What follows belongs to an exercise in optimizing a design on an open flow for small area, a short achievable clock period and few clock cycles; a production flow would make more cautious choices.
The RTL was checked by simulation tests, not by an equivalence proof against the original design.

==> flow/design.v (outline; a module is shown in full before it is edited, if it fits) <==
// module h64mix_mul: 1420 lines
// module h64mix_fa: 10 lines
// module hash64_multiply_mix_64bit_words_top: 173 lines
module hash64_multiply_mix_64bit_words_top (
   input  wire logic        clock,
   input  wire logic        reset,
   input  wire logic        req_valid,
   output logic             req_stall,
   input  wire logic [63:0] req_key_word,
   input  wire logic [3:0]  req_word_bytes,
   input  wire logic        req_last_word,
   input  wire logic [30:0] req_total_length,
   output logic             rsp_valid,
   input  wire logic        rsp_stall,
   output logic [63:0]      rsp_hash_value,
   input  wire logic        csr_valid,
   output logic             csr_ready,
   input  wire logic [31:0] csr_hash_seed
);
  // ...
==> flow/run.sh <==
#!/bin/bash
# synth_recipe.tcl (not shown) runs the flow's synth.tcl, then flattens the netlist and writes it again
# the make line also repeats each setting of config.mk as NAME=value (left out here)
make -C /OpenROAD-flow-scripts/flow DESIGN_CONFIG=/design/flow/config.mk WORK_HOME=/design/flow/orfs CLKGATE_MAP_FILE= SYNTH_SCRIPT=/design/flow/synth_recipe.tcl finish
==> flow/config.mk <==
export PLATFORM = sky130hd
export DESIGN_NAME = hash64_multiply_mix_64bit_words_top
export DESIGN_NICKNAME = hash64_multiply_mix_64bit_words_top
export VERILOG_FILES = /design/flow/design.v
export SDC_FILE = /design/flow/constraint.sdc
export NUM_CORES = 4
export LEC_CHECK = 0
export CAP_MARGIN = 20
export CORE_MARGIN = 2
export CORE_UTILIZATION = 65
export SETUP_SLACK_MARGIN = 5
export SLEW_MARGIN = 20
export SYNTH_HIERARCHICAL = 1
==> flow/constraint.sdc <==
create_clock -name core_clock -period 12.0 [get_ports {clock}]
set_input_delay 2.4000 -clock core_clock [delete_from_list [all_inputs] [get_ports {clock}]]
set_output_delay 2.4000 -clock core_clock [all_outputs]
set_load 0.01 [all_outputs]
==> summary.md, run 1 <==
| Metric | Value |
|---|---|
| Synth Area in Simple Gates | 5.89% |
| Syn nets | 8214 |
| Area leader, netlist | fa_1 |
| Final WL | 266000 um |
| Final number of setup-violating endpoints | 0 |
| Depth of the worst register-to-register path | 19 |
| Nonclk inv count | 710 |
| Period utilisation layout | 59.2% |
| Worst r2r src | xc_ff[18]$_DFFE_PP_ |
| Avg Vias per Cell | 6.71 |
| Wire per inst | 33.7 um |
| Min-delay src | ta_first_ff$_DFFE_PP_ |
| Non-clk buf share | 8.22% |
| GR Util met1 | 60.1% |
| Compound-cell area share of the yosys netlist | 8.32% |
| Number of port buffers | 202 |
| FILL cells | 7142 |
| Status | complete, no violations |
| Final cell count without fillers | 7886 |
| GRT overflow | 0 |
| Worst Path Arrival | 7.50 ns |
| Starting density of the core | 65.7% |
| Met3 usage in global routing | 16.6% |
| Placement Setup Slack | 3.95 ns |
| Finished Core Util | 76.4% |
Testbench counts, summed over its fixed seeds: cycles 9,120.
==> run 2: changes to the inputs <==
--- a/flow/config.mk
+++ b/flow/config.mk
@@ -5,6 +5,7 @@
 export SDC_FILE = /design/flow/constraint.sdc
 export NUM_CORES = 4
 export LEC_CHECK = 0
+export ABC_AREA = 1
 export CAP_MARGIN = 20
 export CORE_MARGIN = 2
 export CORE_UTILIZATION = 65
==> summary.md, run 2 <==
| Metric | Value |
|---|---|
| Most frequent cells in the layout | nand2_1 (2138), fa_1 (2037), inv_1 (1580) (was fa_1 (2008), inv_1 (704), buf_4 (334)) |
| YS warnings | 7 (unchanged) |
| CP Class | reg -> reg (unchanged) |
| Largest net degree at the start of global routing | 65 (was 83) |
| Clock Pin Slew Worst Setup and Hold Paths | 0.07 ns (about the same) |
| Ys async rst share | 0% (unchanged) |
| Synth unique cells | 38 (was 74) |
| Final GP Congestion | 1.07 (was 1.04) |
| Wire per inst | 28.4 um (was 33.7 um) |
| Clock Tree Buf Depth | 3 (unchanged) |
| Fmax | 0.142 GHz (was 0.141 GHz) |
| GR met2 Demand/Resource | 70.2% (was 69.4%) |
| Worst Path Arrival | 7.51 ns (was 7.50 ns) |
| Slowest cell delay on critical path | 0.61 ns (was 0.64 ns) |
| GRT overflow | 0 (unchanged) |
| Overall Global Routing Usage | 48.6% (was 47.2%) |
| Boundary pin count | 204 (unchanged) |
| Setup_tns | 0 ns (unchanged) |
| TritonRoute pass-1 iters | 9 (was 7) |
| RSZ-0062 raised after global routing | yes (unchanged) |
| GRT busiest layer | met2 (unchanged) |
| Worst Max-Slew Pin Slew | 1.22 ns (was 1.19 ns) |
| Depth of the worst register-to-register path | 26 (was 19) |
| DRC violations left | 0 (unchanged) |
| Fin crit period | 7.02 ns (was 7.11 ns) |
| Crit. End Element | flop (unchanged) |
| Top cells by area, synth | fa_1 (52%), edfxtp_1 (12%), nand2_1 (10%) (was fa_1 (56%), edfxtp_1 (13%), ha_1 (4.3%)) |
| Vias after detailed routing | 63400 (was 52900) |
| Die Y | 353 um (was 339 um) |
| Final WL | 295000 um (was 266000 um) |
| Hold WC Path Type | reg -> reg (unchanged) |
| Die width | 353 um (was 339 um) |
| Finished Core Util | 72.6% (was 76.4%) |
| Worst Path Required | 12.49 ns (was 12.39 ns) |
| Met3 usage in global routing | 17.6% (was 16.6%) |
| First-pass GRT wire length | 432000 um (was 384000 um) |
| Seq cells post-synth | 365 (unchanged) |
| Final Hold Vio Count | 0 (unchanged) |
| Most common cell after layout, fill and taps aside | nand2_1 (was fa_1) |
| Final Hold Slack | 0.427 ns (was 0.419 ns) |
| FILL cells | 9029 (was 7142) |
| Layout Nets | 11200 (was 8794) |
| Sink Count | 365 (unchanged) |
| H-Tree Depth | 2 (unchanged) |
| Critical Path Most Common Cell | nand2_1 (was fa_1) |
| Area share of the largest cell type after synthesis | 51.6% (was 56.1%) |
| Drt initial violations | 8238 (was 6225) |
| Status | complete, no violations (unchanged) |
| Share of layout cells above drive strength 1 | 8.87% (was 14.6%) |
| Slowest cell on the critical path | fa_1 (unchanged) |
| WHS Path Cells | 0 (unchanged) |
| DP Cell Count | 10100 (was 7476) |
| Clock latency (worst-skew pair) | 0.70 ns (was 0.67 ns) |
| Dpl hpwl | 228000 um (was 191000 um) |
| Prevailing post-synth register cell | edfxtp_1 (unchanged) |
| GR Util met1 | 61.5% (was 60.1%) |
| Worst Clk Skew | 0.0374 ns (was 0.0494 ns) |
| Avg Vias per Cell | 6.09 (was 6.71) |
| CTS tree | yes (unchanged) |
| Final ANT Viol Nets | 0 (unchanged) |
| Sequential cell area fraction in the yosys report | 13.3% (was 14.5%) |
| Most instantiated cells after synthesis | nand2_1 (2172), fa_1 (2043), inv_1 (1581), nor2_1 (431), edfxtp_1 (324) (was fa_1 (2043), inv_1 (710), edfxtp_1 (324), ha_1 (252), a21oi_1 (249)) |
| Total CTS buffers | 46 (unchanged) |
| Number of port buffers | 202 (unchanged) |
| Mapped Cells | 8239 (was 5782) |
| P&R area growth vs syn | 11.3% (was 16.3%) |
| Vias in the first global route | 67100 (was 57100) |
| CP Max Fanout | 5 (was 17) |
| Hold-fix buffers, CTS | 0 (unchanged) |
| Final number of setup-violating endpoints | 0 (unchanged) |
| Area leader, netlist | fa_1 (unchanged) |
| Period utilisation layout | 58.5% (was 59.2%) |
| Fin. max-slew vios | 0 (unchanged) |
| Cell area after synthesis | 79200 um2 (was 72900 um2) |
| CTS root buf | clkbuf_16 (unchanged) |
| Syn nets | 10700 (was 8214) |
| Core Rows | 128 (was 122) |
| Starting density of the core | 65.3% (was 65.7%) |
| EDFF count, synth | 324 (unchanged) |
| Final cell count without fillers | 10400 (was 7886) |
| Initial antenna violation count | 7 (was 5) |
| Critical path startpoint category | flop (unchanged) |
| Maxcap violations | 0 (unchanged) |
| Max-slew headroom | 18.9% (was 20.0%) |
| Mean Syn Cell Area | 9.61 um2 (was 12.6 um2) |
| Core Region | 121000 um2 (was 111000 um2) |
| DIE AREA | 125000 um2 (was 115000 um2) |
| Count leader, synth | nand2_1 (was fa_1) |
## run 2: worst max-delay path: cells and delay by family (launching register included)
family	cells	cell delay, ns
buf+inv	2	0.25
compound gates	2	0.36
xor+xnor	1	0.21
mux	1	0.09
simple gates	12	1.41
fa+ha+maj	8	4.07
flops	1	0.44
## run 2: modules after synthesis, one instance, submodules excluded
module / area (um2) / flops+latches / times used
h64mix_fa: 20.0 / 0 / 2040
hash64_multiply_mix_64bit_words_top: 17900 / 365 / 1
h64mix_mul: 6830 / 0 / 3
## run 2: worst paths after layout
path / end / slack [ns] / start
worst min-delay path: tb_first_ff$_DFFE_PP_ / 0.43 / ta_first_ff$_DFFE_PP_
worst min register to register: tb_first_ff$_DFFE_PP_ / 0.43 / ta_first_ff$_DFFE_PP_
worst max-delay path: xc_ff[9]$_DFFE_PP_ / 4.98 / xc_ff[51]$_DFFE_PP_
worst max register to register: xc_ff[9]$_DFFE_PP_ / 4.98 / xc_ff[51]$_DFFE_PP_
## run 2: final cells by class
type | instances | area, um2 | area share, %
clock buffers | 55 | 1200 | 1.37
flip-flops and latches | 365 | 10600 | 12.0
inverters | 1656 | 6220 | 7.05
clock inverters | 31 | 363 | 0.412
multi-input cells | 6133 | 62600 | 70.9
repair buffers | 534 | 5250 | 5.95
well taps | 1625 | 2030 | 2.31
diodes | 1 | 2.50 | 0.00284
## run 2: layer usage
metal	share of wire [%]	vias to the layer above
met5	0.050	-
met4	9.0	16
met3	14	1381
met2	43	5088
met1	34	31300
li1	-	25500
## run 2: kinds of logic after synthesis
kind of cell	share of synthesized area (%)
AOI/OAI and AO/OA	3.04
xor gates and xnor gates	3.13
other	0.00473
DFF	13.3
adders and majority gates	55.6
muxes	0.733
buffers and inverters	8.35
and+or+nand+nor	15.8
## run 2: through the flow
| stage | setup WS [ns] | area [um2] |
|---|---|---|
| 2_1_floorplan | 5.35 | 79200 |
| 3_3_place_gp | 3.94 | 84000 |
| 3_5_place_dp | 3.97 | 84000 |
| 4_1_cts | 4.92 | 87200 |
| 5_1_grt | 4.75 | 88200 |
| 6_report | 4.98 | 88200 |
## run 2: repair_timing
| item | in CTS | in global routing |
|---|---|---|
| setup endpoints to repair | 41 | 65 |
| pin swaps | 1 | 15 |
| cloned | 0 | 1 |
| setup buffers | 161 | 29 |
| gates resized for setup | 46 | 201 |
==> module hash64_multiply_mix_64bit_words_top, before the edit <==
module hash64_multiply_mix_64bit_words_top (
   input  wire logic        clock,
   input  wire logic        reset,
   input  wire logic        req_valid,
   output logic             req_stall,
   input  wire logic [63:0] req_key_word,
   input  wire logic [3:0]  req_word_bytes,
   input  wire logic        req_last_word,
   input  wire logic [30:0] req_total_length,
   output logic             rsp_valid,
   input  wire logic        rsp_stall,
   output logic [63:0]      rsp_hash_value,
   input  wire logic        csr_valid,
   output logic             csr_ready,
   input  wire logic [31:0] csr_hash_seed
);
   localparam logic [1:0] TA_NONE = 2'd0;
   localparam logic [1:0] TA_FULL = 2'd1;    
   localparam logic [1:0] TA_PART = 2'd2;    
   localparam logic [2:0] TB_NONE  = 3'd0;
   localparam logic [2:0] TB_K2    = 3'd1;
   localparam logic [2:0] TB_LFULL = 3'd2;   
   localparam logic [2:0] TB_LPART = 3'd3;   
   localparam logic [2:0] TB_LEMPT = 3'd4;   
   localparam logic [1:0] TC_NONE = 2'd0;
   localparam logic [1:0] TC_H    = 2'd1;    
   localparam logic [1:0] TC_HEND = 2'd2;    
   localparam logic [1:0] TC_RES  = 2'd3;    
   logic [1:0]  ta_ff;
   logic        ta_first_ff, ta_last_ff;
   logic [2:0]  tb_ff;
   logic        tb_first_ff, tb_last_ff;
   logic [1:0]  tc_ff;
   logic        key_open_ff;
   logic [63:0] xa_ff, xb_ff, xc_ff, hash0_ff, rsp_hash_ff;
   logic [31:0] seed_ff;
   logic        rsp_valid_ff;
   logic [63:0] pa, pb, pc;
   h64mix_mul u_mul_a (.operand (xa_ff), .product (pa));
   h64mix_mul u_mul_b (.operand (xb_ff), .product (pb));
   h64mix_mul u_mul_c (.operand (xc_ff), .product (pc));
   function automatic logic [63:0] mix(input logic [63:0] v);
      mix = v ^ (v >> 47);
   endfunction
   logic [3:0]  nb;
   logic [63:0] mw;
   logic        w_full, w_empty, w_ends;
   assign nb      = (req_word_bytes > 4'd8) ? 4'd8 : req_word_bytes;
   assign w_full  = (nb == 4'd8);
   assign w_empty = (nb == 4'd0);
   assign w_ends  = req_last_word || !w_full;
   always_comb begin
      for (int i = 0; i < 8; i++) begin
         mw[i*8 +: 8] = (4'(i) < nb) ? req_key_word[i*8 +: 8] : 8'h00;
      end
   end
   logic freeze;      
   logic ok_full, ok_first_full, ok_later_short, ok_first_short, can_take, take;
   assign freeze = (tc_ff == TC_RES) && rsp_valid_ff && rsp_stall;
   assign ok_full        = 1'b1;
   assign ok_first_full  = (ta_ff != TA_FULL);
   assign ok_later_short = (ta_ff != TA_FULL);
   assign ok_first_short = (ta_ff == TA_NONE) && (tb_ff != TB_K2) && (tb_ff != TB_LPART);
   always_comb begin
      if (w_full) begin
         can_take = key_open_ff ? ok_full : ok_first_full;
      end else begin
         can_take = key_open_ff ? ok_later_short : ok_first_short;
      end
      can_take = can_take && !freeze;
   end
   assign req_stall = !can_take;
   assign take      = req_valid && can_take;
   logic [1:0]  ta_in;
   logic        ta_first_in, ta_last_in;
   logic [2:0]  tb_in;
   logic        tb_first_in, tb_last_in;
   logic [1:0]  tc_in;
   logic        key_open_in;
   logic [63:0] xb_in, xc_in;
   logic        hash0_we, produce;
   logic        end_mark;    
   assign end_mark = take && key_open_ff && w_empty;
   always_comb begin
      ta_in       = TA_NONE;
      ta_first_in = !key_open_ff;
      ta_last_in  = w_ends;
      key_open_in = key_open_ff;
      if (take) begin
         key_open_in = !w_ends;
         if (w_full) begin
            ta_in = TA_FULL;
         end else if (key_open_ff && !w_empty) begin
            ta_in = TA_PART;
         end
      end
      tb_in       = TB_NONE;
      tb_first_in = ta_first_ff;
      tb_last_in  = ta_last_ff;
      xb_in       = mix(pa);
      if (ta_ff == TA_FULL) begin
         tb_in = TB_K2;
      end else if (take && !key_open_ff) begin
         xb_in = 64'(req_total_length);
         tb_in = w_full ? TB_LFULL : (w_empty ? TB_LEMPT : TB_LPART);
      end
      hash0_we = (tb_ff == TB_LFULL);
      tc_in = tc_ff;
      xc_in = xc_ff;
      if (tb_ff == TB_K2) begin
         xc_in = (tb_first_ff ? hash0_ff : pc) ^ pb;
         tc_in = (tb_last_ff || end_mark) ? TC_HEND : TC_H;
      end else if (tb_ff == TB_LPART) begin
         xc_in = 64'(seed_ff) ^ pb ^ xa_ff;
         tc_in = TC_HEND;
      end else if (tb_ff == TB_LEMPT) begin
         xc_in = mix(64'(seed_ff) ^ pb);
         tc_in = TC_RES;
      end else if (ta_ff == TA_PART) begin
         xc_in = pc ^ xa_ff;
         tc_in = TC_HEND;
      end else if (tc_ff == TC_HEND) begin
         xc_in = mix(pc);
         tc_in = TC_RES;
      end else if (tc_ff == TC_RES) begin
         tc_in = TC_NONE;
      end else if (end_mark) begin
         tc_in = TC_HEND;
      end
      produce = (tc_ff == TC_RES);
   end
   always_ff @(posedge clock) begin
      if (reset) begin
         ta_ff        <= TA_NONE;
         tb_ff        <= TB_NONE;
         tc_ff        <= TC_NONE;
         key_open_ff  <= 1'b0;
         rsp_valid_ff <= 1'b0;
         seed_ff      <= '0;
      end else begin
         if (!freeze) begin
            ta_ff        <= ta_in;
            tb_ff        <= tb_in;
            tc_ff        <= tc_in;
            key_open_ff  <= key_open_in;
            rsp_valid_ff <= produce || (rsp_valid_ff && rsp_stall);
         end
         if (csr_valid) begin
            seed_ff <= csr_hash_seed;
         end
      end
   end
   always_ff @(posedge clock) begin
      if (!freeze) begin
         ta_first_ff <= ta_first_in;
         ta_last_ff  <= ta_last_in;
         tb_first_ff <= tb_first_in;
         tb_last_ff  <= tb_last_in;
         xa_ff       <= mw;
         xb_ff       <= xb_in;
         xc_ff       <= xc_in;
         if (hash0_we) begin
            hash0_ff <= 64'(seed_ff) ^ pb;
         end
         if (produce) begin
            rsp_hash_ff <= mix(pc);
         end
      end
   end
   assign csr_ready      = 1'b1;
   assign rsp_valid      = rsp_valid_ff;
   assign rsp_hash_value = rsp_hash_ff;
endmodule
==> run 3: changes to the inputs <==
--- a/flow/design.v
+++ b/flow/design.v
@@ -1467,7 +1467,7 @@
    logic        tb_first_ff, tb_last_ff;
    logic [1:0]  tc_ff;
    logic        key_open_ff;
-   logic [63:0] xa_ff, xb_ff, xc_ff, hash0_ff, rsp_hash_ff;
+   logic [63:0] xa_ff, xb_ff, xc_ff, hash_ff;
    logic [31:0] seed_ff;
    logic        rsp_valid_ff;
    logic [63:0] pa, pb, pc;
@@ -1491,9 +1491,9 @@
    end
    logic freeze;      
    logic ok_full, ok_first_full, ok_later_short, ok_first_short, can_take, take;
-   assign freeze = (tc_ff == TC_RES) && rsp_valid_ff && rsp_stall;
+   assign freeze = ((tc_ff == TC_RES) || (tb_ff == TB_LFULL)) && rsp_valid_ff && rsp_stall;
    assign ok_full        = 1'b1;
-   assign ok_first_full  = (ta_ff != TA_FULL);
+   assign ok_first_full  = (ta_ff != TA_FULL) && (tc_ff != TC_HEND) && (tb_ff != TB_LEMPT);
    assign ok_later_short = (ta_ff != TA_FULL);
    assign ok_first_short = (ta_ff == TA_NONE) && (tb_ff != TB_K2) && (tb_ff != TB_LPART);
    always_comb begin
@@ -1513,7 +1513,7 @@
    logic [1:0]  tc_in;
    logic        key_open_in;
    logic [63:0] xb_in, xc_in;
-   logic        hash0_we, produce;
+   logic        produce;
    logic        end_mark;    
    assign end_mark = take && key_open_ff && w_empty;
    always_comb begin
@@ -1539,11 +1539,10 @@
          xb_in = 64'(req_total_length);
          tb_in = w_full ? TB_LFULL : (w_empty ? TB_LEMPT : TB_LPART);
       end
-      hash0_we = (tb_ff == TB_LFULL);
       tc_in = tc_ff;
       xc_in = xc_ff;
       if (tb_ff == TB_K2) begin
-         xc_in = (tb_first_ff ? hash0_ff : pc) ^ pb;
+         xc_in = (tb_first_ff ? hash_ff : pc) ^ pb;
          tc_in = (tb_last_ff || end_mark) ? TC_HEND : TC_H;
       end else if (tb_ff == TB_LPART) begin
          xc_in = 64'(seed_ff) ^ pb ^ xa_ff;
@@ -1594,16 +1593,15 @@
          xa_ff       <= mw;
          xb_ff       <= xb_in;
          xc_ff       <= xc_in;
-         if (hash0_we) begin
-            hash0_ff <= 64'(seed_ff) ^ pb;
-         end
          if (produce) begin
-            rsp_hash_ff <= mix(pc);
+            hash_ff <= mix(pc);
+         end else if (tb_ff == TB_LFULL) begin
+            hash_ff <= 64'(seed_ff) ^ pb;
          end
       end
    end
    assign csr_ready      = 1'b1;
    assign rsp_valid      = rsp_valid_ff;
-   assign rsp_hash_value = rsp_hash_ff;
+   assign rsp_hash_value = hash_ff;
 endmodule
 `default_nettype wire
--- a/flow/config.mk
+++ b/flow/config.mk
@@ -5,10 +5,9 @@
 export SDC_FILE = /design/flow/constraint.sdc
 export NUM_CORES = 4
 export LEC_CHECK = 0
-export ABC_AREA = 1
 export CAP_MARGIN = 20
 export CORE_MARGIN = 2
-export CORE_UTILIZATION = 65
+export CORE_UTILIZATION = 40
 export SETUP_SLACK_MARGIN = 5
 export SLEW_MARGIN = 20
 export SYNTH_HIERARCHICAL = 1
==> summary.md, run 3 <==
| Metric | Value |
|---|---|
| Synth Area in Simple Gates | 6.31% (was 15.8%) |
| Layout Nets | 8819 (was 11200) |
| Die Y | 427 um (was 353 um) |
| Setup_tns | 0 ns (unchanged) |
| First-pass GRT wire length | 384000 um (was 432000 um) |
| Mean Syn Cell Area | 12.1 um2 (was 9.61 um2) |
| Vias after detailed routing | 50000 (was 63400) |
| Status | complete, no violations (unchanged) |
| Hold-fix buffers, CTS | 0 (unchanged) |
| Dpl hpwl | 201000 um (was 228000 um) |
| Count leader, synth | fa_1 (was nand2_1) |
| Seq cells post-synth | 301 (was 365) |
| GRT overflow | 0 (unchanged) |
| Final Hold Vio Count | 0 (unchanged) |
| Worst Path Arrival | 7.40 ns (was 7.51 ns) |
| Ys async rst share | 0% (unchanged) |
| Sink Count | 301 (was 365) |
| Clock Tree Buf Depth | 3 (unchanged) |
| Die width | 427 um (was 353 um) |
| Final GP Congestion | 0.981 (was 1.07) |
| Wire per inst | 30.4 um (was 28.4 um) |
| Worst Max-Slew Pin Slew | 1.28 ns (was 1.22 ns) |
| RSZ-0062 raised after global routing | yes (unchanged) |
| Post-synthesis xor/xnor area fraction | 4.85% (was 3.13%) |
| Hold WC Path Type | reg -> reg (unchanged) |
| Fin crit period | 7.02 ns (about the same) |
| Most frequent cells in the layout | fa_1 (2020), inv_1 (703), nand2_1 (385) (was nand2_1 (2138), fa_1 (2037), inv_1 (1580)) |
| Starting density of the core | 40.2% (was 65.3%) |
| Finished Core Util | 46.8% (was 72.6%) |
| Top cells by area, synth | fa_1 (57%), edfxtp_1 (11%), ha_1 (4.4%) (was fa_1 (52%), edfxtp_1 (12%), nand2_1 (10%)) |
| CTS root buf | clkbuf_16 (unchanged) |
| Avg Vias per Cell | 5.70 (was 6.09) |
| EDFF count, synth | 260 (was 324) |
| P&R area growth vs syn | 16.7% (was 11.3%) |
| Largest net degree at the start of global routing | 81 (was 65) |
| Core Rows | 155 (was 128) |
| Final worst setup slack | 4.98 ns (about the same) |
| Period utilisation layout | 58.5% (about the same) |
| TritonRoute pass-1 iters | 6 (was 9) |
| Most instantiated cells after synthesis | fa_1 (2043), inv_1 (704), nand2_1 (387), a21oi_1 (378), edfxtp_1 (260) (was nand2_1 (2172), fa_1 (2043), inv_1 (1581), nor2_1 (431), edfxtp_1 (324)) |
| Fmax | 0.142 GHz (about the same) |
| Final WL | 267000 um (was 295000 um) |
| Synth unique cells | 82 (was 38) |
| CP Class | reg -> reg (unchanged) |
| Clock Pin Slew Worst Setup and Hold Paths | 0.06 ns (was 0.07 ns) |
| Syn nets | 8343 (was 10700) |
| Vias in the first global route | 55000 (was 67100) |
| Boundary pin count | 204 (unchanged) |
| H-Tree Depth | 2 (unchanged) |
| YS warnings | 7 (unchanged) |
| Number of port buffers | 202 (unchanged) |
| Cell area after synthesis | 71500 um2 (was 79200 um2) |
| CP Max Fanout | 6 (was 5) |
| Max-slew headroom | 14.1% (was 18.9%) |
| Initial antenna violation count | 4 (was 7) |
| Total CTS buffers | 42 (was 46) |
| Most common cell after layout, fill and taps aside | fa_1 (was nand2_1) |
| Worst Clk Skew | 0.0342 ns (was 0.0374 ns) |
| DIE AREA | 182000 um2 (was 125000 um2) |
| Compound-cell area share of the yosys netlist | 8.48% (was 3.04%) |
| Fin. max-slew vios | 0 (unchanged) |
| Area share of the largest cell type after synthesis | 57.2% (was 51.6%) |
| DRC violations left | 0 (unchanged) |
| Final ANT Viol Nets | 0 (unchanged) |
| Mapped Cells | 5911 (was 8239) |
| Share of layout cells above drive strength 1 | 12.6% (was 8.87%) |
| Core Region | 178000 um2 (was 121000 um2) |
| Fraction of synthesized area in multiplexers | 1.87% (was 0.733%) |
| CTS tree | yes (unchanged) |
| Critical path startpoint category | flop (unchanged) |
| Drt initial violations | 4499 (was 8238) |
| Crit. End Element | flop (unchanged) |
| Maxcap violations | 0 (unchanged) |
| Overall Global Routing Usage | 29.7% (was 48.6%) |
| Worst Path Required | 12.37 ns (was 12.49 ns) |
| Sequential cell area fraction in the yosys report | 12.1% (was 13.3%) |
| Area leader, netlist | fa_1 (unchanged) |
| Largest family of logic cells by synthesized area | adder cells (unchanged) |
| Prevailing post-synth register cell | edfxtp_1 (unchanged) |
| Post-Synth Adder-Cell Area | 61.6% (was 55.6%) |
| Final number of setup-violating endpoints | 0 (unchanged) |
| Clock latency (worst-skew pair) | 0.66 ns (was 0.70 ns) |
| Placement Setup Slack | 3.75 ns (was 3.97 ns) |
==> run 3: logic make-up (layout without fill, tap and decap cells) <==
kind of cell / Yosys count / in the layout
AO/OA/AOI/OAI: 976 / 976
XOR/XNOR: 396 / 396
adder cells (fa/ha/maj): 2295 / 2295
buffers and inverters: 884 / 1394
flip-flops: 301 / 301
multiplexers: 127 / 127
other: 1 / 2
AND/OR/NAND/NOR: 931 / 931
==> run 3: path summary, 6_finish.rpt <==
kind / startpoint / end / slack (ns) / depth (start not counted)
min reg2reg: ta_last_ff$_DFFE_PN_ / tb_last_ff$_DFFE_PN_ / 0.41 / 0
min: ta_last_ff$_DFFE_PN_ / tb_last_ff$_DFFE_PN_ / 0.41 / 0
max: xc_ff[50]$_DFFE_PP_ / xc_ff[16]$_DFFE_PP_ / 4.98 / 20
max reg2reg: xc_ff[50]$_DFFE_PP_ / xc_ff[16]$_DFFE_PP_ / 4.98 / 20
==> run 3: modules after synthesis, one instance, submodules excluded <==
| module | cells | area [um2] | copies in the design |
|---|---|---|---|
| h64mix_fa | 1 | 20.0 | 2040 |
| h64mix_mul | 786 | 4810 | 3 |
| hash64_multiply_mix_64bit_words_top | 1513 | 16200 | 1 |
==> run 3: metal layers <==
| metal | part of all wire, % | track usage, % | up-vias |
|---|---|---|---|
| met1 | 37 | 37.7 | 26600 |
| li1 | - | - | 20000 |
| met3 | 8.2 | 5.69 | 687 |
| met5 | 0.017 | 0 | - |
| met4 | 7.7 | 17.9 | 6 |
| met2 | 47 | 47.3 | 2686 |
==> run 3: layout make-up <==
| class | instances | area [um2] |
|---|---|---|
| Fill cell | 16200 | 94600 |
| Multi-Input combinational cell | 4726 | 61300 |
| Sequential cell | 301 | 8630 |
| Timing Repair Buffer | 609 | 6440 |
| Tap cell | 2355 | 2950 |
| Inverter | 707 | 2660 |
| Clock buffer | 57 | 1160 |
| Clock inverter | 21 | 277 |
| Antenna cell | 1 | 2.50 |
==> run 3: timing repair <==
item                       4_1_cts  5_1_grt
resized for setup              241      339
gates cloned                     3        4
pin swaps                       20      121
setup endpoints to repair      115       82
buffers inserted               154       86
==> run 3: stage by stage <==
step,instances,area (um2),hold slack [ns]
detailed placement,8451,77000,0.408
finish,8777,83400,0.409
global route,8776,83400,0.414
floorplan,5911,71500,0.400
global placement,8451,77000,0.405
CTS,8686,81100,0.403
==> run 3: worst max-delay path: stages (launching register included) <==
cell and delay, ns:
edfxtp_1 0.39, buf_4 0.17, fa_1 0.53, fa_1 0.46, fa_1 0.58, fa_1 0.46, fa_1 0.59, fa_1 0.45
fa_1 0.60, ha_4 0.25, or2_2 0.28, a31oi_1 0.23, a21oi_2 0.11, nor4b_4 0.47, or4_4 0.22, a21oi_1 0.06
and3b_2 0.32, mux2i_1 0.11, xnor2_1 0.15, a32oi_1 0.18, o21ai_0 0.11
Testbench counts of run 3, summed over its fixed seeds: cycles 9,166.
==> run 4: changes to the inputs <==
==> flow/flow/run.sh (new file) <==
#!/bin/bash
set -euo pipefail
bash standard.sh SETUP_SLACK_MARGIN=6.5 finish > flow_make.log 2>&1
==> flow/standard.sh (new file) <==
#!/bin/bash
# synth_recipe.tcl (not shown) runs the flow's synth.tcl, then flattens the netlist and writes it again
# the make line also repeats each setting of config.mk as NAME=value (left out here)
make -C /OpenROAD-flow-scripts/flow DESIGN_CONFIG=/design/flow/config.mk WORK_HOME=/design/flow/orfs CLKGATE_MAP_FILE= SYNTH_SCRIPT=/design/flow/synth_recipe.tcl "${@:-finish}"
--- a/flow/config.mk
+++ b/flow/config.mk
@@ -8,6 +8,5 @@
 export CAP_MARGIN = 20
 export CORE_MARGIN = 2
 export CORE_UTILIZATION = 40
-export SETUP_SLACK_MARGIN = 5
 export SLEW_MARGIN = 20
 export SYNTH_HIERARCHICAL = 1
removed: flow/run.sh
==> summary.md, run 4 <==
| Metric | Value |
|---|---|
| Mean Syn Cell Area | 12.1 um2 (unchanged) |
| Clock latency (worst-skew pair) | 0.72 ns (was 0.66 ns) |
| DIE AREA | 182000 um2 (unchanged) |
| CP Class | reg -> reg (unchanged) |
| Area of the multi-input gates | 66600 um2 (was 61300 um2) |
| Area leader, netlist | fa_1 (unchanged) |
| First-pass GRT wire length | 415000 um (was 384000 um) |
| Sink Count | 301 (unchanged) |
| Core Region | 178000 um2 (unchanged) |
| Prevailing post-synth register cell | edfxtp_1 (unchanged) |
| Fmax | 0.145 GHz (was 0.142 GHz) |
| Clock Tree Buf Depth | 3 (unchanged) |
| Finished Core Util | 53.3% (was 46.8%) |
| Hold WC Path Type | reg -> reg (unchanged) |
| DRC violations left | 0 (unchanged) |
| Overall Global Routing Usage | 32.0% (was 29.7%) |
| EDFF count, synth | 260 (unchanged) |
| Drt initial violations | 4841 (was 4499) |
| Critical Path, Cell by Cell | buf_12, buf_12, fa_2, fa_1, fa_2, fa_1, fa_2, fa_1, ha_4, nand4_1, or3_1, a2bb2oi_1, a21oi_2, buf_6, nor4b_4, or4_4, a21oi_2, and3b_2, buf_4, xnor2_1, a211oi_2, a21oi_1 (was buf_4, fa_1, fa_1, fa_1, fa_1, fa_1, fa_1, fa_1, ha_4, or2_2, a31oi_1, a21oi_2, nor4b_4, or4_4, a21oi_1, and3b_2, mux2i_1, xnor2_1, a32oi_1, o21ai_0) |
| Initial antenna violation count | 5 (was 4) |
| Crit. End Element | flop (unchanged) |
| Starting density of the core | 40.2% (unchanged) |
| Final GP Congestion | 1.00 (was 0.981) |
| Maxcap violations | 0 (unchanged) |
| Hold-fix buffers, CTS | 0 (unchanged) |
| Final WL | 289000 um (was 267000 um) |
| Worst Path Required | 12.44 ns (was 12.37 ns) |
| Avg Vias per Cell | 5.74 (was 5.70) |
| Final Hold Vio Count | 0 (unchanged) |
| Most frequent cells in the layout | fa_1 (1922), inv_1 (681), buf_4 (613) (was fa_1 (2020), inv_1 (703), nand2_1 (385)) |
| CTS root buf | clkbuf_16 (unchanged) |
| Slowest cell on the critical path | fa_2 (was fa_1) |
| Fin crit period | 6.92 ns (was 7.02 ns) |
| GRT overflow | 0 (unchanged) |
| H-Tree Depth | 2 (unchanged) |
| Area share of the largest cell type after synthesis | 57.2% (unchanged) |
| YS warnings | 7 (unchanged) |
| Syn nets | 8343 (unchanged) |
| Most common cell after layout, fill and taps aside | fa_1 (unchanged) |
| Vias after detailed routing | 53700 (was 50000) |
| Period utilisation layout | 57.6% (was 58.5%) |
| Ys async rst share | 0% (unchanged) |
| FILL cells | 14800 (was 16200) |
| Vias in the first global route | 60100 (was 55000) |
| Status | complete, no violations (unchanged) |
| CP Max Fanout | 4 (was 6) |
| Boundary pin count | 204 (unchanged) |
| Setup_tns | 0 ns (unchanged) |
| Cell area after synthesis | 71500 um2 (unchanged) |
| Critical path startpoint category | flop (unchanged) |
| Seq cells post-synth | 301 (unchanged) |
| Layout Nets | 9403 (was 8819) |
| Most instantiated cells after synthesis | fa_1 (2043), inv_1 (704), nand2_1 (387), a21oi_1 (378), edfxtp_1 (260) (unchanged) |
| Worst Max-Slew Pin Slew | 1.11 ns (was 1.28 ns) |
| Die width | 427 um (unchanged) |
| Share of layout cells above drive strength 1 | 29.3% (was 12.6%) |
| Wire per inst | 30.8 um (was 30.4 um) |
| Worst Clk Skew | 0.0952 ns (was 0.0342 ns) |
| Register Area | 8630 um2 (unchanged) |
| CTS tree | yes (unchanged) |
| RSZ-0062 raised after global routing | yes (unchanged) |
| Slowest cell delay on critical path | 0.57 ns (was 0.60 ns) |
| Final ANT Viol Nets | 0 (unchanged) |
| Fin. max-slew vios | 0 (unchanged) |
| Worst Path Arrival | 7.36 ns (was 7.40 ns) |
| Dpl hpwl | 204000 um (was 201000 um) |
| P&R area growth vs syn | 32.8% (was 16.7%) |
| Max-slew headroom | 25.7% (was 14.1%) |
| Top cells by area, synth | fa_1 (57%), edfxtp_1 (11%), ha_1 (4.4%) (unchanged) |
| Sequential cell area fraction in the yosys report | 12.1% (unchanged) |
| Synth unique cells | 82 (unchanged) |
| Total CTS buffers | 42 (unchanged) |
| Final number of setup-violating endpoints | 0 (unchanged) |
| Core Rows | 155 (unchanged) |
| Mapped Cells | 5911 (unchanged) |
| Die Y | 427 um (unchanged) |
| Count leader, synth | fa_1 (unchanged) |
| Number of port buffers | 202 (unchanged) |
| Largest net degree at the start of global routing | 83 (was 81) |
| Clock Pin Slew Worst Setup and Hold Paths | 0.08 ns (was 0.06 ns) |
| TritonRoute pass-1 iters | 8 (was 6) |
## run 4: cell counts after synthesis
No cell type changed its count.
## run 4: worst paths after layout
| kind | start | to | slack [ns] | depth (start not counted) |
|---|---|---|---|---|
| worst max-delay path | xc_ff[34]$_DFFE_PP_ | xc_ff[63]$_DFFE_PP_ | 5.08 | 22 |
| worst min-delay path | ta_first_ff$_DFFE_PN_ | tb_first_ff$_DFFE_PN_ | 0.42 | 0 |
| worst max register to register | xc_ff[34]$_DFFE_PP_ | xc_ff[63]$_DFFE_PP_ | 5.08 | 22 |
| worst min register to register | ta_first_ff$_DFFE_PN_ | tb_first_ff$_DFFE_PN_ | 0.42 | 0 |
## run 4: kinds of logic after synthesis
family | Yosys count | synth area share [%]
compound gates | 976 | 8.48
mux | 127 | 1.87
flops | 301 | 12.1
simple gates | 931 | 6.31
other cells | 1 | 0.00525
fa+ha+maj | 2295 | 61.6
buf+inv | 884 | 4.79
xor+xnor | 396 | 4.85
## run 4: routing by layer
layer | global-route usage, % | part of all wire [%] | up-vias
li1 | - | - | 21200
met1 | 38.8 | 36 | 28400
met5 | 0 | 0.0052 | -
met3 | 7.24 | 8.7 | 985
met4 | 23.9 | 9.9 | 2
met2 | 50.2 | 46 | 3056
## run 4: worst max-delay path: cells and delay by family (launching register included)
family / cells / cell delay (ns)
buffers and inverters: 4 / 0.61
DFF: 1 / 0.45
and+or+nand+nor: 5 / 1.41
xor gates and xnor gates: 1 / 0.13
adders and majority gates: 7 / 3.31
AOI/OAI and AO/OA: 5 / 0.71
## run 4: Yosys stat by module, one instance, submodules excluded
module | copies in the design | cell area [um2] | cells inside | flip-flops and latches
h64mix_mul | 3 | 4810 | 786 | 0
h64mix_fa | 2040 | 20.0 | 1 | 0
hash64_multiply_mix_64bit_words_top | 1 | 16200 | 1513 | 301
## run 4: layout make-up
type	instances	area share [%]
multi-input combinational	4726	70.2
inverter	707	2.83
timing repair buffer	1193	13.2
sequential	301	9.09
clock buffer	50	1.16
antenna	1	0.00264
tap	2355	3.10
clock inverter	27	0.405
## run 4: timing repair
| action | CTS | global route |
|---|---|---|
| endpoints found under the setup margin | 182 | 170 |
| buffers inserted | 667 | 167 |
| cloned | 10 | 2 |
| pin swaps | 574 | 331 |
| gates resized for setup | 1102 | 363 |
## run 4: through the flow
step	hold WS, ns	area [um2]	std cells	worst slack (ns)
5_1_grt	0.419	94900	9359	5.00
4_1_cts	0.419	91900	9190	5.15
3_3_place_gp	0.403	78900	8436	4.34
2_1_floorplan	0.400	74100	5911	4.67
3_5_place_dp	0.406	78900	8436	4.31
6_report	0.419	94900	9360	5.08
==> run 5: changes to the inputs <==
==> flow/run.sh (new file) <==
#!/bin/bash
# synth_recipe.tcl (not shown) runs the flow's synth.tcl, then flattens the netlist and writes it again
# the make line also repeats each setting of config.mk as NAME=value (left out here)
make -C /OpenROAD-flow-scripts/flow DESIGN_CONFIG=/design/flow/config.mk WORK_HOME=/design/flow/orfs CLKGATE_MAP_FILE= SYNTH_SCRIPT=/design/flow/synth_recipe.tcl finish
--- a/flow/config.mk
+++ b/flow/config.mk
@@ -8,5 +8,7 @@
 export CAP_MARGIN = 20
 export CORE_MARGIN = 2
 export CORE_UTILIZATION = 40
+export CTS_BUF_LIST = sky130_fd_sc_hd__clkbuf_8
+export SETUP_SLACK_MARGIN = 5
 export SLEW_MARGIN = 20
 export SYNTH_HIERARCHICAL = 1
removed: flow/flow/run.sh
removed: flow/standard.sh
==> summary.md, run 5 <==
| Metric | Value |
|---|---|
| Syn nets | 8343 (unchanged) |
| Most common cell after layout, fill and taps aside | fa_1 (unchanged) |
| Number of port buffers | 202 (unchanged) |
| DRC violations left | 0 (unchanged) |
| Setup_tns | 0 ns (unchanged) |
| Fraction of synthesized area in multiplexers | 1.87% (unchanged) |
| First-pass GRT wire length | 385000 um (was 415000 um) |
| Overall Global Routing Usage | 29.7% (was 32.0%) |
| Final ANT Viol Nets | 0 (unchanged) |
| DP Area | 77000 um2 (was 78900 um2) |
| Worst Path Required | 12.56 ns (was 12.44 ns) |
| Hold-fix buffers, CTS | 0 (unchanged) |
| GRT overflow | 0 (unchanged) |
| Final Hold Slack | 0.423 ns (was 0.419 ns) |
| CTS root buf | clkbuf_8 (was clkbuf_16) |
| Core Rows | 155 (unchanged) |
| CP Max Fanout | 9 (was 4) |
| Starting density of the core | 40.2% (unchanged) |
| Total CTS buffers | 59 (was 42) |
| DIE AREA | 182000 um2 (unchanged) |
| Area share of the largest cell type after synthesis | 57.2% (unchanged) |
| CP Class | reg -> reg (unchanged) |
| Period utilisation layout | 58.3% (was 57.6%) |
| CP delay by family, top | adder cells (unchanged) |
| Largest net degree at the start of global routing | 81 (was 83) |
| P&R area growth vs syn | 16.5% (was 32.8%) |
| RSZ-0062 raised after global routing | yes (unchanged) |
| Boundary pin count | 204 (unchanged) |
| Initial antenna violation count | 4 (was 5) |
| Status | complete, no violations (unchanged) |
| EDFF count, synth | 260 (unchanged) |
| Layout Nets | 8864 (was 9403) |
| Compound-cell area share of the yosys netlist | 8.48% (unchanged) |
| Finished Core Util | 46.8% (was 53.3%) |
| Seq cells post-synth | 301 (unchanged) |
| TritonRoute pass-1 iters | 6 (was 8) |
| Worst Clk Skew | 0.0908 ns (was 0.0952 ns) |
| CTS tree | yes (unchanged) |
| Count leader, synth | fa_1 (unchanged) |
| Mapped Cells | 5911 (unchanged) |
| Max-slew headroom | 16.3% (was 25.7%) |
| Critical Path Most Common Cell | fa_1 |
| Most instantiated cells after synthesis | fa_1 (2043), inv_1 (704), nand2_1 (387), a21oi_1 (378), edfxtp_1 (260) (unchanged) |
| Avg Vias per Cell | 5.65 (was 5.74) |
| Fin crit period | 7.00 ns (was 6.92 ns) |
| Fmax | 0.143 GHz (was 0.145 GHz) |
| Critical path startpoint category | flop (unchanged) |
| CP Depth | 21 (was 22) |
| Wire per inst | 30.2 um (was 30.8 um) |
| Hold WC Path Type | reg -> reg (unchanged) |
| Register Area | 8630 um2 (unchanged) |
| Prevailing post-synth register cell | edfxtp_1 (unchanged) |
| Depth of the worst register-to-register path | 21 (was 22) |
| FILL cells | 16300 (was 14800) |
| Final GP Congestion | 0.981 (was 1.00) |
| Post-synthesis xor/xnor area fraction | 4.85% (unchanged) |
| Crit. End Element | flop (unchanged) |
| Synth Area in Simple Gates | 6.31% (unchanged) |
| Slowest cell delay on critical path | 0.60 ns (was 0.57 ns) |
| Final worst setup slack | 5.00 ns (was 5.08 ns) |
| Synth unique cells | 82 (unchanged) |
| Cell area after synthesis | 71500 um2 (unchanged) |
| Final Cell Area | 83300 um2 (was 94900 um2) |
| Share of layout cells above drive strength 1 | 13.2% (was 29.3%) |
| H-Tree Depth | 2 (unchanged) |
| WHS Path Cells | 0 (unchanged) |
| Drt initial violations | 4467 (was 4841) |
| Worst Path Arrival | 7.56 ns (was 7.36 ns) |
| YS warnings | 7 (unchanged) |
| Worst Max-Slew Pin Slew | 1.25 ns (was 1.11 ns) |
| Mean Syn Cell Area | 12.1 um2 (unchanged) |
| Final number of setup-violating endpoints | 0 (unchanged) |
| Dpl hpwl | 201000 um (was 204000 um) |
| CP Buf/Inv Count | 2 (was 4) |
| Vias after detailed routing | 49900 (was 53700) |
| Slowest cell on the critical path | fa_1 (was fa_2) |
| Placement Setup Slack | 3.75 ns (was 4.31 ns) |
| Area leader, netlist | fa_1 (unchanged) |
| Sink Count | 301 (unchanged) |
| Final WL | 267000 um (was 289000 um) |
| Sequential cell area fraction in the yosys report | 12.1% (unchanged) |
| Maxcap violations | 0 (unchanged) |
| Final Hold Vio Count | 0 (unchanged) |
| Vias in the first global route | 55100 (was 60100) |
| Area of the multi-input gates | 61300 um2 (was 66600 um2) |
| Fin. max-slew vios | 0 (unchanged) |
| Most frequent cells in the layout | fa_1 (2019), inv_1 (717), nand2_1 (386) (was fa_1 (1922), inv_1 (681), buf_4 (613)) |
| Largest family of logic cells by synthesized area | adder cells (unchanged) |
| Die width | 427 um (unchanged) |
| Top cells by area, synth | fa_1 (57%), edfxtp_1 (11%), ha_1 (4.4%) (unchanged) |
| Post-Synth Adder-Cell Area | 61.6% (unchanged) |
| Die Y | 427 um (unchanged) |
| Clock Tree Buf Depth | 3 (unchanged) |
| Critical Path, Cell by Cell | buf_12, fa_1, fa_1, fa_1, fa_1, fa_1, fa_1, ha_4, nand4_1, nor2_1, and4b_2, o2111ai_4, nor4b_4, buf_4, or4_4, a21oi_2, and3b_2, mux2i_1, xnor2_1, a32oi_1, o21ai_0 (was buf_12, buf_12, fa_2, fa_1, fa_2, fa_1, fa_2, fa_1, ha_4, nand4_1, or3_1, a2bb2oi_1, a21oi_2, buf_6, nor4b_4, or4_4, a21oi_2, and3b_2, buf_4, xnor2_1, a211oi_2, a21oi_1) |
| Core Region | 178000 um2 (unchanged) |
| Clock Pin Slew Worst Setup and Hold Paths | 0.06 ns (was 0.08 ns) |
| Clock latency (worst-skew pair) | 0.84 ns (was 0.72 ns) |
| Ys async rst share | 0% (unchanged) |
-- run 5: worst reg2reg max path: stages, from the launching register on --
cell and delay [ns]:
edfxtp_1 0.41, buf_12 0.17, fa_1 0.50, fa_1 0.60, fa_1 0.46, fa_1 0.57
fa_1 0.44, fa_1 0.54, ha_4 0.33, nand4_1 0.17, nor2_1 0.21, and4b_2 0.32
o2111ai_4 0.18, nor4b_4 0.19, buf_4 0.18, or4_4 0.50, a21oi_2 0.12, and3b_2 0.27
mux2i_1 0.19, xnor2_1 0.08, a32oi_1 0.18, o21ai_0 0.10
-- run 5: kinds of logic (layout without fill, tap and decap cells) --
| kind of cell | count (synthesis) | in the layout |
|---|---|---|
| compound gates | 976 | 976 |
| buf+inv | 884 | 1452 |
| other cells | 1 | 3 |
| fa+ha+maj | 2295 | 2295 |
| simple gates | 931 | 931 |
| mux | 127 | 127 |
| flops | 301 | 301 |
| xor+xnor | 396 | 396 |
-- run 5: final cells by class --
class	count	share of cell area (%)
Sequential cell	301	10.4
Clock buffer	59	0.975
Timing Repair Buffer	637	7.93
Clock inverter	49	0.444
Antenna cell	2	0.00601
Tap cell	2355	3.54
Multi-Input combinational cell	4726	73.6
Inverter	707	3.19
-- run 5: path summary, 6_finish.rpt --
path	start	endpoint	slack, ns
worst max-delay path	xc_ff[29]$_DFFE_PP_	xc_ff[16]$_DFFE_PP_	5.00
worst min-delay path	ta_last_ff$_DFFE_PN_	tb_last_ff$_DFFE_PN_	0.42
worst max register to register	xc_ff[29]$_DFFE_PP_	xc_ff[16]$_DFFE_PP_	5.00
worst min register to register	ta_last_ff$_DFFE_PN_	tb_last_ff$_DFFE_PN_	0.42
-- run 5: per-stage QoR --
stage | cells
3_5_place_dp | 8451
2_1_floorplan | 5911
4_1_cts | 8714
5_1_grt | 8835
6_report | 8836
3_3_place_gp | 8451
-- run 5: layer usage --
metal,GRT usage [%],share of wire [%],vias to the layer above
li1,-,-,20100
met1,37.6,37,26600
met2,47.4,47,2606
met3,5.84,8.2,633
met4,17.7,7.5,0
met5,0,0,-
-- run 5: what timing repair did --
item,in CTS,in global routing
buffers inserted,152,117
pin swaps,24,119
setup endpoints to repair,114,79
resized for setup,232,348
gates cloned,3,3
-- run 5: per-module statistics from Yosys, one instance, submodules excluded --
module,copies in the design,flops+latches
h64mix_mul,3,0
h64mix_fa,2040,0
hash64_multiply_mix_64bit_words_top,1,301
==> run 6: changes to the inputs <==
--- a/flow/config.mk
+++ b/flow/config.mk
@@ -8,7 +8,7 @@
 export CAP_MARGIN = 20
 export CORE_MARGIN = 2
 export CORE_UTILIZATION = 40
-export CTS_BUF_LIST = sky130_fd_sc_hd__clkbuf_8
+export CTS_BUF_LIST = sky130_fd_sc_hd__clkbuf_4
 export SETUP_SLACK_MARGIN = 5
 export SLEW_MARGIN = 20
 export SYNTH_HIERARCHICAL = 1
==> summary.md, run 6 <==
| Metric | Value |
|---|---|
| Number of port buffers | 202 (unchanged) |
| CP Buf/Inv Count | 2 (unchanged) |
| Setup_tns | 0 ns (unchanged) |
| Finished Core Util | 47.0% (was 46.8%) |
| Count leader, synth | fa_1 (unchanged) |
| Most instantiated cells after synthesis | fa_1 (2043), inv_1 (704), nand2_1 (387), a21oi_1 (378), edfxtp_1 (260) (unchanged) |
| Final Hold Vio Count | 0 (unchanged) |
| Mapped Cells | 5911 (unchanged) |
| Worst Max-Slew Pin Slew | 1.24 ns (was 1.25 ns) |
| Period utilisation layout | 58.1% (was 58.3%) |
| Die width | 427 um (unchanged) |
| DRC violations left | 0 (unchanged) |
| Hold WC Path Type | reg -> reg (unchanged) |
| H-Tree Depth | 3 (was 2) |
| Fin. max-slew vios | 0 (unchanged) |
| Drt initial violations | 4518 (was 4467) |
| Top cells by area, synth | fa_1 (57%), edfxtp_1 (11%), ha_1 (4.4%) (unchanged) |
| DP Area | 77000 um2 (unchanged) |
| Max-slew headroom | 17.4% (was 16.3%) |
| First-pass GRT wire length | 385000 um (about the same) |
| EDFF count, synth | 260 (unchanged) |
| Die Y | 427 um (unchanged) |
| FILL cells | 16300 (about the same) |
| Area leader, netlist | fa_1 (unchanged) |
| Fmax | 0.143 GHz (about the same) |
| Starting density of the core | 40.2% (unchanged) |
| Critical Path Most Common Cell | fa_1 (unchanged) |
| Overall Global Routing Usage | 29.8% (was 29.7%) |
| Final number of setup-violating endpoints | 0 (unchanged) |
| Worst Path Arrival | 7.82 ns (was 7.56 ns) |
| Worst Path Required | 12.85 ns (was 12.56 ns) |
| Worst Clk Skew | 0.126 ns (was 0.0908 ns) |
| Syn nets | 8343 (unchanged) |
| RSZ-0062 raised after global routing | yes (unchanged) |
| Prevailing post-synth register cell | edfxtp_1 (unchanged) |
| Clock Pin Slew Worst Setup and Hold Paths | 0.07 ns (was 0.06 ns) |
| Critical Path, Cell by Cell | buf_4, fa_1, fa_1, fa_1, fa_1, fa_1, fa_1, fa_2, ha_4, a21o_1, nor3_1, a21oi_4, nor4b_4, buf_4, or4_4, a21oi_2, and3b_2, mux2i_1, xnor2_1, a32oi_1, o21ai_1 (was buf_12, fa_1, fa_1, fa_1, fa_1, fa_1, fa_1, ha_4, nand4_1, nor2_1, and4b_2, o2111ai_4, nor4b_4, buf_4, or4_4, a21oi_2, and3b_2, mux2i_1, xnor2_1, a32oi_1, o21ai_0) |
| Sink Count | 301 (unchanged) |
| Critical path startpoint category | flop (unchanged) |
| TritonRoute pass-1 iters | 5 (was 6) |
| Mean Syn Cell Area | 12.1 um2 (unchanged) |
| CTS tree | yes (unchanged) |
| Crit. End Element | flop (unchanged) |
| Core Rows | 155 (unchanged) |
| Ys async rst share | 0% (unchanged) |
| Final ANT Viol Nets | 0 (unchanged) |
| Most common cell after layout, fill and taps aside | fa_1 (unchanged) |
| Wire per inst | 30.3 um (was 30.2 um) |
| CP Class | reg -> reg (unchanged) |
| Share of layout cells above drive strength 1 | 14.4% (was 13.2%) |
| Initial antenna violation count | 8 (was 4) |
| Cell area after synthesis | 71500 um2 (unchanged) |
| Avg Vias per Cell | 5.67 (was 5.65) |
| Status | complete, no violations (unchanged) |
| Seq cells post-synth | 301 (unchanged) |
| CP delay by family, top | adder cells (unchanged) |
| Most frequent cells in the layout | fa_1 (2017), inv_1 (703), nand2_1 (385) (was fa_1 (2019), inv_1 (717), nand2_1 (386)) |
| Fin crit period | 6.97 ns (was 7.00 ns) |
| Total CTS buffers | 91 (was 59) |
| YS warnings | 7 (unchanged) |
| Final WL | 270000 um (was 267000 um) |
| Vias after detailed routing | 50600 (was 49900) |
| Final GP Congestion | 0.981 (unchanged) |
| Final Cell Area | 83600 um2 (was 83300 um2) |
| Clock latency (worst-skew pair) | 1.14 ns (was 0.84 ns) |
| CP Max Fanout | 5 (was 9) |
| Vias in the first global route | 55400 (was 55100) |
| Largest net degree at the start of global routing | 81 (unchanged) |
| DIE AREA | 182000 um2 (unchanged) |
| Boundary pin count | 204 (unchanged) |
| Layout Nets | 8933 (was 8864) |
| Clock Tree Buf Depth | 3 (unchanged) |
| Sequential cell area fraction in the yosys report | 12.1% (unchanged) |
| CTS root buf | clkbuf_4 (was clkbuf_8) |
| Synth unique cells | 82 (unchanged) |
| GRT overflow | 0 (unchanged) |
| Core Region | 178000 um2 (unchanged) |
| Slowest cell delay on critical path | 0.58 ns (was 0.60 ns) |
| Dpl hpwl | 201000 um (unchanged) |
| Area share of the largest cell type after synthesis | 57.2% (unchanged) |
| P&R area growth vs syn | 17.0% (was 16.5%) |
| Maxcap violations | 0 (unchanged) |
| Slowest cell on the critical path | fa_1 (unchanged) |
run 6: cell counts after synthesis:
No cell type changed its count.
run 6: timing repair:
item / 4_1_cts / 5_1_grt
pin swaps: 21 / 166
gates resized for setup: 229 / 349
setup endpoints to repair: 115 / 82
hold buffers: 0 / 0
buffers inserted: 153 / 147
endpoints found under the hold margin: 0 / 0
gates cloned: 2 / 10
run 6: final timing paths:
| kind | startpoint | endpoint | slack, ns | cells past startpoint |
|---|---|---|---|---|
| setup reg to reg | xc_ff[52]$_DFFE_PP_ | xc_ff[16]$_DFFE_PP_ | 5.03 | 21 |
| hold reg to reg | ta_first_ff$_DFFE_PN_ | tb_first_ff$_DFFE_PN_ | 0.34 | 0 |
| setup / recovery | xc_ff[52]$_DFFE_PP_ | xc_ff[16]$_DFFE_PP_ | 5.03 | 21 |
| hold / removal | ta_first_ff$_DFFE_PN_ | tb_first_ff$_DFFE_PN_ | 0.34 | 0 |
run 6: kinds of logic after synthesis:
family	Yosys count	share of synthesized area [%]
XOR/XNOR	396	4.85
multiplexers	127	1.87
adder cells (fa/ha/maj)	2295	61.6
buffers and inverters	884	4.79
other	1	0.00525
AO/OA/AOI/OAI	976	8.48
flip-flops	301	12.1
AND/OR/NAND/NOR	931	6.31
run 6: layout make-up:
class	instances	area [um2]	share of cell area, %
diodes	8	20.0	0.0239
clock buffers	116	871	1.04
clock inverters	50	253	0.302
inverters	707	2660	3.18
multi-input cells	4726	61200	73.2
flip-flops and latches	301	8630	10.3
well taps	2355	2950	3.52
repair buffers	674	7020	8.39
run 6: worst register-to-register path, cell delays in order, from the launching register on:
cell,delay (ns)
edfxtp_1,0.44
buf_4,0.19
fa_1,0.53
fa_1,0.43
fa_1,0.50
fa_1,0.58
fa_1,0.44
fa_1,0.57
fa_2,0.47
ha_4,0.30
a21o_1,0.21
nor3_1,0.11
a21oi_4,0.22
nor4b_4,0.07
buf_4,0.18
or4_4,0.49
a21oi_2,0.12
and3b_2,0.27
mux2i_1,0.19
xnor2_1,0.09
a32oi_1,0.20
o21ai_1,0.09
run 6: routing by layer:
metal	part of all wire, %	vias to the layer above	track usage (%)
li1	-	20300	-
met1	37	26900	37.0
met2	46	2685	47.0
met3	8.6	681	6.76
met4	7.7	8	19.0
met5	0.022	-	0
run 6: metrics by stage:
step | instances | worst slack, ns | hold slack [ns]
finish | 8937 | 5.03 | 0.344
global route | 8933 | 4.84 | 0.368
CTS | 8772 | 4.83 | 0.366
detailed placement | 8451 | 3.75 | 0.408
global placement | 8451 | 3.83 | 0.405
floorplan | 5911 | 4.67 | 0.400
run 6: per-module statistics from Yosys (local to each module, per instance):
module	flops+latches	cells inside
hash64_multiply_mix_64bit_words_top	301	1513
h64mix_mul	0	786
h64mix_fa	0	1
==> run 7: changes to the inputs <==
--- a/flow/design.v
+++ b/flow/design.v
@@ -1514,6 +1514,15 @@
    logic        key_open_in;
    logic [63:0] xb_in, xc_in;
    logic        produce;
+   localparam logic [1:0] U_PC   = 2'd0;
+   localparam logic [1:0] U_HASH = 2'd1;
+   localparam logic [1:0] U_SPB  = 2'd2;    
+   localparam logic [1:0] V_PB   = 2'd0;
+   localparam logic [1:0] V_XA   = 2'd1;
+   localparam logic [1:0] V_NONE = 2'd2;
+   logic [1:0]  u_sel, v_sel;
+   logic        mix_c, xc_we;
+   logic [63:0] spb, u_c, v_c, y_c;
    logic        end_mark;    
    assign end_mark = take && key_open_ff && w_empty;
    always_comb begin
@@ -1539,30 +1548,45 @@
          xb_in = 64'(req_total_length);
          tb_in = w_full ? TB_LFULL : (w_empty ? TB_LEMPT : TB_LPART);
       end
-      tc_in = tc_ff;
-      xc_in = xc_ff;
+      tc_in  = tc_ff;
+      xc_we  = 1'b1;
+      u_sel  = U_PC;
+      v_sel  = V_PB;
+      mix_c  = 1'b0;
       if (tb_ff == TB_K2) begin
-         xc_in = (tb_first_ff ? hash_ff : pc) ^ pb;
+         u_sel = tb_first_ff ? U_HASH : U_PC;
          tc_in = (tb_last_ff || end_mark) ? TC_HEND : TC_H;
       end else if (tb_ff == TB_LPART) begin
-         xc_in = 64'(seed_ff) ^ pb ^ xa_ff;
+         u_sel = U_SPB;
+         v_sel = V_XA;
          tc_in = TC_HEND;
       end else if (tb_ff == TB_LEMPT) begin
-         xc_in = mix(64'(seed_ff) ^ pb);
+         u_sel = U_SPB;
+         v_sel = V_NONE;
+         mix_c = 1'b1;
          tc_in = TC_RES;
       end else if (ta_ff == TA_PART) begin
-         xc_in = pc ^ xa_ff;
+         v_sel = V_XA;
          tc_in = TC_HEND;
       end else if (tc_ff == TC_HEND) begin
-         xc_in = mix(pc);
+         v_sel = V_NONE;
+         mix_c = 1'b1;
          tc_in = TC_RES;
-      end else if (tc_ff == TC_RES) begin
-         tc_in = TC_NONE;
-      end else if (end_mark) begin
-         tc_in = TC_HEND;
+      end else begin
+         xc_we = 1'b0;
+         if (tc_ff == TC_RES) begin
+            tc_in = TC_NONE;
+         end else if (end_mark) begin
+            tc_in = TC_HEND;
+         end
       end
       produce = (tc_ff == TC_RES);
    end
+   assign spb   = 64'(seed_ff) ^ pb;
+   assign u_c   = (u_sel == U_PC) ? pc : ((u_sel == U_HASH) ? hash_ff : spb);
+   assign v_c   = (v_sel == V_PB) ? pb : ((v_sel == V_XA) ? xa_ff : 64'd0);
+   assign y_c   = u_c ^ v_c;
+   assign xc_in = mix_c ? mix(y_c) : y_c;
    always_ff @(posedge clock) begin
       if (reset) begin
          ta_ff        <= TA_NONE;
@@ -1592,11 +1616,13 @@
          tb_last_ff  <= tb_last_in;
          xa_ff       <= mw;
          xb_ff       <= xb_in;
-         xc_ff       <= xc_in;
+         if (xc_we) begin
+            xc_ff <= xc_in;
+         end
          if (produce) begin
             hash_ff <= mix(pc);
          end else if (tb_ff == TB_LFULL) begin
-            hash_ff <= 64'(seed_ff) ^ pb;
+            hash_ff <= spb;
          end
       end
    end
--- a/flow/config.mk
+++ b/flow/config.mk
@@ -8,7 +8,6 @@
 export CAP_MARGIN = 20
 export CORE_MARGIN = 2
 export CORE_UTILIZATION = 40
-export CTS_BUF_LIST = sky130_fd_sc_hd__clkbuf_4
 export SETUP_SLACK_MARGIN = 5
 export SLEW_MARGIN = 20
 export SYNTH_HIERARCHICAL = 1
==> summary.md, run 7 <==
| Metric | Value |
|---|---|
| Status | complete, no violations (unchanged) |
| Top cells by area, synth | fa_1 (58%), edfxtp_1 (11%), ha_1 (4.5%) (was fa_1 (57%), edfxtp_1 (11%), ha_1 (4.4%)) |
| CTS root buf | clkbuf_16 (was clkbuf_4) |
| Clock Pin Slew Worst Setup and Hold Paths | 0.06 ns (was 0.07 ns) |
| Fmax | 0.138 GHz (was 0.143 GHz) |
| Maxcap violations | 0 (unchanged) |
| P&R area growth vs syn | 19.4% (was 17.0%) |
| Worst Clk Skew | 0.0819 ns (was 0.126 ns) |
| Post-synthesis xor/xnor area fraction | 3.82% (was 4.85%) |
| Slowest cell on the critical path | a222oi_1 (was fa_1) |
| Mapped Cells | 5543 (was 5911) |
| Wire per inst | 31.6 um (was 30.3 um) |
| TritonRoute pass-1 iters | 9 (was 5) |
| Final Hold Slack | 0.420 ns (was 0.344 ns) |
| Cell area after synthesis | 69900 um2 (was 71500 um2) |
| M1 WL | 95000 um (was 101000 um) |
| Fraction of synthesized area in multiplexers | 2.13% (was 1.87%) |
| Worst Max-Slew Pin Slew | 1.28 ns (was 1.24 ns) |
| Largest family of logic cells by synthesized area | adder cells (unchanged) |
| Mean Syn Cell Area | 12.6 um2 (was 12.1 um2) |
| Area leader, netlist | fa_1 (unchanged) |
| Final GP Congestion | 0.984 (was 0.981) |
| Overall Global Routing Usage | 30.3% (was 29.8%) |
| Area share of the largest cell type after synthesis | 58.5% (was 57.2%) |
| Boundary pin count | 204 (unchanged) |
| CP Max Fanout | 8 (was 5) |
| Most common cell after layout, fill and taps aside | fa_1 (unchanged) |
| Initial antenna violation count | 8 (unchanged) |
| Compound-cell area share of the yosys netlist | 8.15% (was 8.48%) |
| Core Rows | 153 (was 155) |
| DRC violations left | 0 (unchanged) |
| Fin. max-slew vios | 0 (unchanged) |
| Vias in the first global route | 54600 (was 55400) |
| Sink Count | 301 (unchanged) |
| CTS tree | yes (unchanged) |
| H-Tree Depth | 2 (was 3) |
| Synth Area in Simple Gates | 5.72% (was 6.31%) |
| Drt initial violations | 5532 (was 4518) |
| DIE AREA | 178000 um2 (was 182000 um2) |
| EDFF count, synth | 260 (unchanged) |
| Fin crit period | 7.25 ns (was 6.97 ns) |
| Post-Synth Adder-Cell Area | 63.0% (was 61.6%) |
| Hold WC Path Type | reg -> reg (unchanged) |
| Avg Vias per Cell | 5.82 (was 5.67) |
| Sequential cell area fraction in the yosys report | 12.3% (was 12.1%) |
run 7: cell types whose count changed in the layout (fill, tap and decap cells not counted), sizes merged, moves of 49 or more:
cell,delta
clkbuf,-78
o21ai,-115
xnor2,-94
a21oi,-93
mux2,+49
nand2,-192
run 7: critical path: cells and delay by family, from the launching register on:
| kind | cells | cell delay [ns] |
|---|---|---|
| buf+inv | 2 | 0.34 |
| xor+xnor | 1 | 0.15 |
| flops | 1 | 0.46 |
| fa+ha+maj | 7 | 3.38 |
| compound gates | 11 | 2.68 |
run 7: cells by family (layout without fill, tap and decap cells):
| kind of cell | Yosys count | after routing |
|---|---|---|
| flops | 301 | 301 |
| compound gates | 847 | 847 |
| mux | 131 | 131 |
| other cells | 1 | 4 |
| xor+xnor | 305 | 305 |
| fa+ha+maj | 2295 | 2295 |
| simple gates | 799 | 799 |
| buf+inv | 864 | 1457 |
run 7: per-stage QoR:
stage / utilization [%] / setup slack, ns / instances / area, um2
3_3_place_gp: 43.4 / 3.03 / 8052 / 75400
4_1_cts: 46.6 / 4.80 / 8345 / 81000
6_report: 48.0 / 4.75 / 8464 / 83500
3_5_place_dp: 43.4 / 3.10 / 8055 / 75400
2_1_floorplan: - / 5.00 / 5543 / 70000
5_1_grt: 48.0 / 4.64 / 8461 / 83500
run 7: layer usage:
layer,vias to the layer above,GRT usage (%)
li1,19200,-
met1,26300,37.1
met2,2944,48.8
met3,849,6.54
met4,8,19.2
met5,-,0
run 7: area by class of cell:
type,instances,area (um2),share of cell area [%]
Timing Repair Buffer,688,7250,8.68
Tap cell,2325,2910,3.48
Inverter,692,2620,3.14
Multi-Input combinational cell,4378,60600,72.6
Clock inverter,29,358,0.429
Clock buffer,48,1090,1.31
Antenna cell,3,7.51,0.00899
Sequential cell,301,8630,10.3
run 7: worst paths after layout:
kind | from | endpoint | slack [ns] | cells after the start
setup / recovery | xc_ff[10]$_DFFE_PP_ | xc_ff[15]$_DFFE_PP_ | 4.75 | 21
hold / removal | ta_first_ff$_DFFE_PN_ | tb_first_ff$_DFFE_PN_ | 0.42 | 0
setup reg to reg | xc_ff[10]$_DFFE_PP_ | xc_ff[15]$_DFFE_PP_ | 4.75 | 21
hold reg to reg | ta_first_ff$_DFFE_PN_ | tb_first_ff$_DFFE_PN_ | 0.42 | 0
run 7: per-module statistics from Yosys, one instance, submodules excluded:
module | cells | copies in the design | area (um2) | flops+latches
h64mix_mul | 782 | 3 | 4860 | 0
hash64_multiply_mix_64bit_words_top | 1157 | 1 | 14500 | 301
h64mix_fa | 1 | 2040 | 20.0 | 0
run 7: what timing repair did:
item / in CTS / in global routing
setup buffers: 207 / 114
endpoints found under the setup margin: 111 / 71
gates resized for setup: 464 / 326
cloned: 6 / 2
pin swaps: 182 / 216
Testbench counts of run 7, summed over its fixed seeds: cycles 9,166.

[re-timing with driven ports]
The flow's constraints put no driver on any port. The routed layouts listed below were extracted and timed again, unchanged, in two steps.
Step 1 (the two cells are an assumption about what drives the block):
set clk [get_ports {clock}]
set_driving_cell -lib_cell sky130_fd_sc_hd__clkbuf_16 $clk
set_driving_cell -lib_cell sky130_fd_sc_hd__buf_2 [delete_from_list [all_inputs] $clk]
Step 2, shift: input delay + t, output delay - t, t = (earliest + latest rising clock arrival at the registers) / 2. This alone moves slack from input paths to output paths.
a / b / c = no drivers / after step 1 / after step 2; a / b = the first two.
run | shift t [ns] | slack for setup (ns) | hold slack, ns | worst setup path after step 2 | cell pins on the clock port's net
run 1 | 0.726 | 4.894 / 4.894 / 4.894 | 0.419 / 0.419 / 0.419 | register to register | 1
run 2 | 0.759 | 4.981 / 4.981 / 4.981 | 0.427 / 0.427 / 0.427 | register to register | 1
run 3 | 0.719 | 4.978 / 4.978 / 4.978 | 0.409 / 0.409 / 0.409 | register to register | 1
run 4 | 0.756 | 5.084 / 5.084 / 5.084 | 0.419 / 0.419 / 0.419 | register to register | 1
run 5 | 0.872 | 5.005 / 5.005 / 5.005 | 0.423 / 0.423 / 0.423 | register to register | 1
run 6 | 1.147 | 5.028 / 5.028 / 5.028 | 0.344 / 0.344 / 0.344 | register to register | 1
run 7 | 0.699 | 4.751 / 4.751 / 4.751 | 0.420 / 0.420 / 0.420 | register to register | 1
After both steps every run listed still meets setup and hold.
